Source: an optimization exercise on an open RTL-to-GDS flow (aim: small area and a short achievable clock period). Production flows keep margins and buffers that such runs may drop. Where RTL was checked, it was by simulation tests only, not by an equivalence proof against the original. No functional check of the RTL was part of run 1.

==> flow/design.v, too long to show whole: its modules and the start of the top module <==
// module pipe_delay: 16 lines
// module recip_table: 24 lines
// module recover_chan: 10 lines
// module dehaze_top: 1353 lines
module dehaze_top #(
    parameter int image_pixels = (512 * 512)
) (
    input  logic         clk,
    input  logic         rst,
    input  logic         in_valid,
    input  logic [215:0] window,
    input  logic [23:0]  light,
    input  logic [47:0]  inv_light,
    output logic [23:0]  pixel_out,
    output logic         out_valid,
    output logic         done
);
  // ...
==> flow/run.sh <==
#!/bin/bash
# synth_recipe.tcl (not shown) runs the flow's synth.tcl, then flattens the netlist and writes it again
# the make line also repeats each setting of config.mk as NAME=value (left out here)
make -C /OpenROAD-flow-scripts/flow DESIGN_CONFIG=/design/flow/config.mk WORK_HOME=/design/flow/orfs CLKGATE_MAP_FILE= SYNTH_SCRIPT=/design/flow/synth_recipe.tcl finish
==> flow/config.mk <==
export PLATFORM = sky130hd
export DESIGN_NAME = dehaze_top
export DESIGN_NICKNAME = dehaze_top
export VERILOG_FILES = /design/flow/design.v
export SDC_FILE = /design/flow/constraint.sdc
export NUM_CORES = 4
export LEC_CHECK = 0
export CAP_MARGIN = 20
export CORE_MARGIN = 2
export CORE_UTILIZATION = 40
export SLEW_MARGIN = 20
==> flow/constraint.sdc <==
create_clock -name core_clock -period 9.0 [get_ports {clk}]
set_input_delay 1.8000 -clock core_clock [delete_from_list [all_inputs] [get_ports {clk}]]
set_output_delay 1.8000 -clock core_clock [all_outputs]
set_load 0.01 [all_outputs]
==> results.py, run 1 <==
metrics = {
    "setup_path": {
        "r2r-end": "r_q.dout[42]$_SDFF_PP1_",
        "crit_cells": 28,
        "critical_path.startpoint_type": "flip-flop",
        "cp.arrival_ns": 9.08,
    },
    "run": {
        "max_cap_violations": 0,
    },
    "synth": {
        "synthSimpleGateAreaFrac_pct": 16.8,
        "synth_edf_count": 0,
        "ys_types": 105,
        "synthArstFlopShare_pct": 7.16,
    },
    "sta": {
        "rsz0062_at_grt": "false",
        "fin_crit_ns": 8.56,
    },
    "global_route": {
        "grt_pass1_vias": 38700,
        "grt_antenna_before_repair": 17,
    },
    "detailed_routing": {
        "vias": 39700,
        "viasPerCell": 6.06,
    },
    "outcome": {
        "status": "finished clean",
    },
    "floorplanning": {
        "num_tap_cells": 1276,
        "num_rows": 114,
        "die_y_um": 316,
    },
    "cells_and_area": {
        "seq_area_um2": 6840,
        "seq_area_share_pct": 14.6,
        "largest_cell_class": "multi-input combinational cells",
        "fin_util_pct": 48.5,
    },
    "min_path": {
        "min_from": "r_sel.dout[14]$_DFF_P_",
    },
}
==> module recip_table, before the edit <==
module recip_table (
    input  logic [7:0]  s,
    output logic [15:0] r,
    output logic [17:0] r3
);
    function automatic logic [15:0] recip_entry(input logic [7:0] idx);
        logic [31:0] th;
        logic [31:0] den;
        logic [31:0] quo;
        th  = 32'd255 - {24'd0, idx};
        if (th < 32'd25) th = 32'd25;
        den = (th << 8) + 32'd128;
        quo = 32'h1000_0000 / den;
        recip_entry = (quo > 32'd65535) ? 16'hFFFF : quo[15:0];
    endfunction
    logic [15:0] rom [256];
    logic [17:0] rom3 [256];
    for (genvar k = 0; k < 256; k++) begin : g_rom
        assign rom[k]  = recip_entry(k);
        assign rom3[k] = 18'd3 * {2'b00, recip_entry(k)};
    end
    assign r  = rom[s];
    assign r3 = rom3[s];
endmodule
==> inputs of run 2 (changes only) <==
--- a/flow/design.v
+++ b/flow/design.v
@@ -16,37 +16,37 @@
         assign dout = din;
     end
 endmodule
 `default_nettype wire
 `timescale 1ns/1ps
 `default_nettype none
 module recip_table (
     input  logic [7:0]  s,
-    output logic [15:0] r,
-    output logic [17:0] r3
+    output logic [15:0] r
 );
-    function automatic logic [15:0] recip_entry(input logic [7:0] idx);
-        logic [31:0] th;
-        logic [31:0] den;
-        logic [31:0] quo;
-        th  = 32'd255 - {24'd0, idx};
-        if (th < 32'd25) th = 32'd25;
-        den = (th << 8) + 32'd128;
-        quo = 32'h1000_0000 / den;
-        recip_entry = (quo > 32'd65535) ? 16'hFFFF : quo[15:0];
-    endfunction
-    logic [15:0] rom [256];
-    logic [17:0] rom3 [256];
-    for (genvar k = 0; k < 256; k++) begin : g_rom
-        assign rom[k]  = recip_entry(k);
-        assign rom3[k] = 18'd3 * {2'b00, recip_entry(k)};
-    end
-    assign r  = rom[s];
-    assign r3 = rom3[s];
+    localparam logic [256*16-1:0] table_bits = {
+        256'ha000a000a000a000a000a000a000a000a000a000a000a000a000a000a000a000,
+        256'ha000a000a000a000a000a000a000a000a000a0009a8094f08f808ac086608200,
+        256'h7e007a4076b8736070006d386a6467b0652062b060005e285c005a005800563c,
+        256'h547452c0511c4f884e004c904b2849cc487e473c460044d843b4429a41884080,
+        256'h3f803e883d983cb03bcc3af03a183948387e37ba36fa3640358a34da342e3384,
+        256'h32e0324131a6310d307a2fe02f5c2ed02e482dc42d422cc32c472bce2b582ae2,
+        256'h2a722a002998292828c0285a27f02794273226d32676261a25c02568251124bc,
+        256'h2468241623c42376232822dc2290224821fc21b6216f212a20e620a320612000,
+        256'h1fe01fa11f631f251ee91eae1e741e3c1e001dca1d921d5c1d271cf21cbe1c8b,
+        256'h1c581c261bf51bc41b951b651b371b091adb1ab01a821a571a2c1a0019d819ae,
+        256'h1985195c1934190d18e418bf18991874184f182a180017e217be179b17781756,
+        256'h1734171316f216d116b11691167116521633161415f615d815ba159d15801563,
+        256'h1547152a150f14f314d814bd14a21488146d1453143a1420140713ee13d513bd,
+        256'h13a5138c1375135d1346132f1318130012eb12d512be12a81293127d12681253,
+        256'h123e122a1215120011ec11d811c511b1119e118a117711641151113f112c111a,
+        256'h110710f510e410d210c010af109d108c107b106a105910491038102810181000
+    };
+    assign r = table_bits[16*s +: 16];
 endmodule
 `default_nettype wire
 `timescale 1ns/1ps
 `default_nettype none
 module recover_chan (
     input  logic [7:0] a,
     input  logic [7:0] q,
     input  logic       up,
@@ -71,17 +71,17 @@
     output logic [23:0]  pixel_out,
     output logic         out_valid,
     output logic         done
 );
     localparam bit c_sum  = 1'b1;    
     localparam bit c_mean = 1'b0;   
     localparam bit c_sel  = 1'b1;    
     localparam bit c_dark = 1'b1;   
-    localparam bit c_rom  = 1'b0;    
+    localparam bit c_rom  = 1'b1;    
     localparam bit c_q    = 1'b1;      
     localparam bit c_out  = 1'b0;    
     localparam int lat = c_sum + c_mean + c_sel + c_dark + c_rom + c_q + c_out;
     localparam int cnt_w = $clog2(image_pixels + 1);
     logic [11:0] sum_r1, sum_g1, sum_b1;
     logic [47:0] il1, il2;
     logic [23:0] p1, a1, p2, a2, p3, a3, p4, a4, a5, a6;
     logic [7:0]  mean_r2, mean_g2, mean_b2;
@@ -1374,17 +1374,18 @@
     assign min_inv  = pick_r ? il2[47:32] : pick_g ? il2[31:16] : il2[15:0];
     pipe_delay #(.width(24+48), .en(c_sel)) r_sel (.clk(clk),
         .din({min_mean, min_inv, p2, a2}),
         .dout({m3, il3, p3, a3}));
     assign s = (|dark_prod[23:16]) ? 8'hFF : dark_prod[15:8];
     pipe_delay #(.width(8+48), .en(c_dark)) r_dark (.clk(clk),
         .din({s, p3, a3}),
         .dout({s4, p4, a4}));
-    recip_table rt (.s(s4), .r(r), .r3(r3));
+    recip_table rt (.s(s4), .r(r));
+    assign r3 = {2'b00, r} + {1'b0, r, 1'b0};
     for (genvar c = 0; c < 3; c++) begin : g_diff
         assign up[c] = p4[8*c +: 8] >= a4[8*c +: 8];
         assign d[8*c +: 8] = up[c] ? (p4[8*c +: 8] - a4[8*c +: 8]) : (a4[8*c +: 8] - p4[8*c +: 8]);
     end
     pipe_delay #(.width(16+18+24+3+24), .en(c_rom)) r_rom (.clk(clk),
         .din({r, r3, d, up, a4}),
         .dout({r5, r35, d5, up5, a5}));
     for (genvar i = 0; i < 4; i++) begin : g_digit
==> results.py, run 2 <==
metrics = {
    "outcome": {
        "status": "finished clean",
    },
    "cells_and_area": {
        "largest_reg_flops": 132,
        "largest_register": "r_sum.dout",
        "design_area_um2": 43300,
        "final_cell_count_no_fill": 5578,
        "diodes": 0,
        "drive_above_1_share_pct": 8.19,
        "mostFrequentLayoutCells": "701 x inv_1, 391 x dfxtp_1, 371 x ha_1, 351 x fa_1, 316 x clkdlybuf4s50_1",
        "final_common_cell": "inv_1",
        "top_regs": "r_sum.dout: 132 flops, r_rom.dout: 84 flops, r_sel.dout: 72 flops",
        "syn_to_final_growth_pct": 16.2,
        "fin_util_pct": 46.7,
        "finalNetCount": 5296,
    },
    "sta": {
        "finalSetupViolCount": 0,
        "setup_tns_ns": 0,
        "report.final.slew_viol_count": 0,
        "rsz0062_at_grt": "false",
        "period_share_pct": 69.0,
        "fin_crit_ns": 6.21,
        "fin_skew_ns": 0.0329,
        "tightestPinTransition_ns": 1.15,
        "finalWorstSetupSlack_ns": 2.79,
        "hold_viol": 0,
        "worst_hold_slack_ns": 0.297,
        "fmax_ghz": 0.161,
        "slew_headroom_pct": 23.0,
    },
    "synth": {
        "synth-seq-cells": 420,
        "synthesis.area_um2": 37300,
        "syn_inst": 4070,
        "synth_top_area_cell": "dfxtp_1",
        "synthTopCellsByCount": "701 x inv_1, 395 x dfxtp_1, 371 x ha_1",
        "synth.top_cells.by_area": "dfxtp_1 21%, fa_1 19%, ha_1 12%",
        "syn_avg_cell_area_um2": 9.17,
        "synth_top_area_share_pct": 21.2,
        "synth_top_flop_cell": "dfxtp_1",
        "synth_nets": 5083,
        "ys_warn_count": 6,
        "yosysMostFrequentCell": "inv_1",
        "synth_edf_count": 0,
        "synthArstFlopShare_pct": 5.95,
        "yosysSeqAreaShare_pct": 22.9,
        "ys_types": 89,
    },
    "clock_network": {
        "postCtsSetupBuffers": 0,
        "cts_buffer_depth": 3,
        "cts.sinks": 420,
        "cts.htree.levels": 2,
        "clk_pin_slew_ns": 0.07,
        "cts_tree": "built",
        "numCtsBuffers": 49,
        "clk_latency_ns": 0.64,
        "cts_root_buf": "clkbuf_16",
        "ctsResizeCount": 0,
        "hold_buffers": 0,
    },
    "min_path": {
        "whs_path_depth": 0,
        "hold_path.class": "flip-flop to flip-flop",
    },
    "setup_path": {
        "cp_cell_sequence": "inv_1, ha_1, inv_1, fa_1, a21o_1, a21o_1, a21oi_1, o21bai_1, a211o_1, a21oi_1, nor2_1, a211oi_1, o21ai_1, clkdlybuf4s50_1",
        "rr_worst_depth": 22,
        "endpoint_kind": "output pin",
        "cp.arrival_ns": 4.41,
        "slowest_delay_ns": 0.68,
        "crit_cells": 14,
        "critical_path_class": "flip-flop to output pin",
        "critical_path.startpoint_type": "flip-flop",
        "cp.required_ns": 7.20,
        "worstPathMaxFanout": 13,
        "cp_slowest_cell": "a21oi_1",
        "crit_family": "compound AO/OA/AOI/OAI gates",
        "crit_buf_inv": 3,
    },
    "detailed_routing": {
        "first_pass_iters": 5,
        "vias": 29100,
        "first_iter_violations": 2009,
        "drc": 0,
        "viasPerCell": 5.22,
        "ant_nets": 0,
        "wl_per_cell_um": 18.0,
        "drt_wl_total_um": 101000,
    },
    "run": {
        "max_cap_violations": 0,
    },
    "place": {
        "place.gp.congestion": 0.971,
        "dp_hpwl_um": 77000,
        "dp.cells": 5485,
        "pre_cts_slack_ns": 2.47,
        "io_buffers": 316,
        "placed_area_um2": 41600,
    },
    "floorplanning": {
        "die_x_um": 309,
        "die_area_um2": 95700,
        "die_y_um": 309,
        "io_pins": 317,
        "num_rows": 112,
        "coreArea_um2": 92900,
        "start_util_pct": 40.1,
    },
    "global_route": {
        "grt_first_pass_wirelength_um": 159000,
        "grt_overflow_total": 0,
        "grt_max_degree": 89,
        "track_usage_pct": 21.0,
        "grt_antenna_before_repair": 3,
        "grt_pass1_vias": 29200,
    },
}
[run 2: cell count changes in the layout (fill, tap and decap cells not counted), sizes merged, moves of 73 or more]
cell | previous run | this run
o21ai | 265 | 183
a21oi | 402 | 203
dfxtp | 311 | 395
o22ai | 116 | 9
mux2 | 12 | 188
nand2 | 338 | 225
buf | 350 | 44
nor2 | 332 | 139
a22o | 11 | 84
[run 2: final cells by class]
type | count | area (um^2)
multi-input cells | 2745 | 25400
clock buffers | 60 | 1340
repair buffers | 360 | 3500
fillers | 9015 | 49600
flip-flops and latches | 420 | 8540
clock inverters | 32 | 379
inverters | 707 | 2650
well taps | 1254 | 1570
[run 2: path summary, 6_finish.rpt]
kind	from	slack (ns)	end
min in group asynchronous	rst	1.46	vpipe[4]$_DFF_PP0_
max	r_q.dout[11]$_DFF_P_	2.79	pixel_out[14]
min reg2reg	r_rom.dout[1]$_DFF_P_	0.30	r_q.dout[4]$_DFF_P_
max in group asynchronous	rst	7.10	pixel_count[3]$_DFFE_PP0P_
max reg2reg	r_dark.dout[48]$_SDFF_PP1_	2.92	r_rom.dout[68]$_DFF_P_
min	r_rom.dout[1]$_DFF_P_	0.30	r_q.dout[4]$_DFF_P_
[run 2: kinds of logic after synthesis]
logic type,count (synthesis),share of synthesized area (%)
and+or+nand+nor,759,10.1
DFF,420,22.9
adders and majority gates,722,31.3
buffers and inverters,905,9.12
muxes,251,7.61
AOI/OAI and AO/OA,885,16.0
xor gates and xnor gates,128,3.01
[run 2: metal layers]
layer	part of all wire, %	global-route usage [%]
met3	7.1	3.80
met5	0.021	0
met1	44	28.2
met4	3.0	6.69
met2	46	34.1
==> inputs of run 3 (changes only) <==
--- a/flow/config.mk
+++ b/flow/config.mk
@@ -10,2 +10,3 @@
 export CORE_UTILIZATION = 40
+export SETUP_SLACK_MARGIN = 3.3
 export SLEW_MARGIN = 20
==> results.py, run 3 <==
metrics = {
    "floorplanning": {
        "die_x_um": 309,
        "start_util_pct": 40.1,
        "die_area_um2": 95700,
        "io_pins": 317,
        "num_rows": 112,
        "die_y_um": 309,
        "coreArea_um2": 92900,
    },
    "synth": {
        "ys_warn_count": 6,
        "synth_top_area_cell": "dfxtp_1",
        "synthArstFlopShare_pct": 5.95,
        "synth_edf_count": 0,
        "synth_top_flop_cell": "dfxtp_1",
        "yosysMostFrequentCell": "inv_1",
        "yosysSeqAreaShare_pct": 22.9,
        "synth-seq-cells": 420,
        "synth_top_area_share_pct": 21.2,
        "syn_avg_cell_area_um2": 9.17,
        "ys_types": 89,
        "synth.top_cells.by_area": "dfxtp_1 21%, fa_1 19%, ha_1 12%",
        "syn_inst": 4070,
        "synthTopCellsByCount": "701 x inv_1, 395 x dfxtp_1, 371 x ha_1",
        "synthesis.area_um2": 37300,
        "synth_nets": 5083,
    },
    "sta": {
        "report.final.slew_viol_count": 0,
        "fin_skew_ns": 0.0192,
        "finalSetupViolCount": 0,
        "slew_headroom_pct": 29.4,
        "worst_hold_slack_ns": 0.322,
        "period_share_pct": 61.4,
        "fin_crit_ns": 5.52,
        "fmax_ghz": 0.181,
        "setup_tns_ns": 0,
        "hold_viol": 0,
        "rsz0062_at_grt": "true",
        "tightestPinTransition_ns": 1.06,
    },
    "cells_and_area": {
        "finalNetCount": 5308,
        "largest_register": "r_sum.dout",
        "largest_reg_flops": 132,
        "drive_above_1_share_pct": 9.46,
        "final_common_cell": "inv_1",
        "mostFrequentLayoutCells": "696 x inv_1, 384 x dfxtp_1, 369 x ha_1, 348 x fa_1, 298 x clkdlybuf4s50_1",
        "syn_to_final_growth_pct": 16.8,
        "top_regs": "r_sum.dout: 132 flops, r_rom.dout: 84 flops, r_sel.dout: 72 flops",
    },
    "global_route": {
        "grt_pass1_vias": 29300,
        "track_usage_pct": 20.6,
        "grt_max_degree": 90,
        "grt_first_pass_wirelength_um": 158000,
        "grt_antenna_before_repair": 1,
        "grt_overflow_total": 0,
    },
    "clock_network": {
        "cts_root_buf": "clkbuf_16",
        "numCtsBuffers": 49,
        "cts.htree.levels": 2,
        "cts_tree": "built",
        "hold_buffers": 0,
        "clk_latency_ns": 0.62,
        "cts_buffer_depth": 3,
        "cts.sinks": 420,
        "clk_pin_slew_ns": 0.06,
    },
    "setup_path": {
        "worstPathMaxFanout": 5,
        "critical_path.startpoint_type": "flip-flop",
        "endpoint_kind": "output pin",
        "cp.arrival_ns": 3.72,
        "cp.required_ns": 7.20,
        "critical_path_class": "flip-flop to output pin",
    },
    "outcome": {
        "status": "finished clean",
    },
    "detailed_routing": {
        "drt_wl_total_um": 97500,
        "drc": 0,
        "first_pass_iters": 6,
        "viasPerCell": 5.18,
        "wl_per_cell_um": 17.4,
        "vias": 28900,
        "first_iter_violations": 2050,
        "ant_nets": 0,
    },
    "place": {
        "io_buffers": 316,
        "dp_hpwl_um": 75100,
        "place.gp.congestion": 0.983,
    },
    "run": {
        "max_cap_violations": 0,
    },
    "min_path": {
        "hold_path.class": "flip-flop to flip-flop",
    },
}
[run 3: cell counts after synthesis]
Identical to the previous run, type by type.
[run 3: worst max-delay path: stages (launching register included)]
cell and delay, ns:
dfxtp_1 0.31, inv_1 0.05, ha_1 0.13, inv_1 0.06, fa_1 0.44, a21o_1 0.21, a21o_1 0.19, a21oi_1 0.15
o21bai_1 0.12, a211o_1 0.35, a21oi_4 0.22, buf_4 0.14, o311a_1 0.13, o21ai_0 0.09, clkdlybuf4s50_1 0.51
[run 3: what timing repair did]
action / CTS / global route
setup buffers: 4 / 18
gates cloned: 1 / 1
endpoints found under the setup margin: 35 / 52
resized for setup: 20 / 48
hold endpoints to repair: 0 / 0
pin swaps: 9 / 39
[run 3: cell type report]
| cell class | instances | area (um^2) |
|---|---|---|
| fill | 9010 | 49300 |
| multi-input combinational | 2747 | 25500 |
| sequential | 420 | 8550 |
| timing repair buffer | 370 | 3610 |
| inverter | 707 | 2660 |
| tap | 1254 | 1570 |
| clock buffer | 61 | 1350 |
| clock inverter | 30 | 294 |
| antenna | 1 | 2.50 |
[run 3: cell families after synthesis]
group | after synthesis | share of synthesized area (%)
flops | 420 | 22.9
buf+inv | 905 | 9.12
xor+xnor | 128 | 3.01
fa+ha+maj | 722 | 31.3
mux | 251 | 7.61
simple gates | 759 | 10.1
compound gates | 885 | 16.0
[run 3: path summary, 6_finish.rpt]
check | cells past startpoint | end | slack (ns) | start
setup / recovery | 14 | pixel_out[12] | 3.48 | r_q.dout[11]$_DFF_P_
hold / removal | 0 | r_sel.dout[3]$_DFF_P_ | 0.32 | r_sum.dout[3]$_DFF_P_
setup reg to reg | 20 | r_rom.dout[68]$_DFF_P_ | 3.57 | r_dark.dout[48]$_SDFF_PP1_
hold reg to reg | 0 | r_sel.dout[3]$_DFF_P_ | 0.32 | r_sum.dout[3]$_DFF_P_
max in group asynchronous | 2 | pixel_count[14]$_DFFE_PP0P_ | 6.72 | rst
min in group asynchronous | 2 | vpipe[4]$_DFF_PP0_ | 1.71 | rst
[run 3: metal layers]
layer | track usage, % | wire length (um)
met3 | 3.11 | 5220
met5 | 0 | 0
met4 | 5.79 | 2610
met2 | 33.9 | 45300
met1 | 28.0 | 44300
[run 3: stage by stage]
step	cell area, um^2	cells	util (%)	worst slack (ns)
global route	43600	5589	46.9	3.28
detailed placement	41500	5474	44.7	2.46
finish	43600	5590	46.9	3.48
CTS	43300	5570	46.6	3.31
floorplan	37300	4070	-	3.31
global placement	41500	5474	44.7	2.45

-- afterwards: timing with drivers on the ports --
In the flow no input, the clock included, has a driving cell. The finished layouts below were timed again as built, in two steps. Step 1 sets driving cells, clkbuf_16 on the clock port and buf_2 on the other inputs (assumed; they add their load-dependent delay and slew). Step 2 also shifts input and output timing later by t, the mid clock arrival at the registers, as if the neighbouring blocks saw the same clock. Three values: no drivers, after step 1, after step 2; two values: the first two.
| run | shift t [ns] | setup slack, ns | worst hold slack (ns) | worst slew at a driven data input, ns |
|---|---|---|---|---|
| run 1 | 0.700 | 0.439 / 0.439 / 0.439 | 0.304 / 0.304 / 0.304 | 0.08 |
| run 2 | 0.694 | 2.787 / 2.721 / 2.493 | 0.297 / 0.297 / 0.297 | 0.09 |
| run 3 | 0.677 | 3.476 / 3.410 / 2.845 | 0.322 / 0.322 / 0.322 | 0.13 |
After both steps setup and hold are still met in every run listed. For run 3, which loses most, drivers alone change the setup slack by -0.066 ns; drivers and shift together by -0.631 ns.
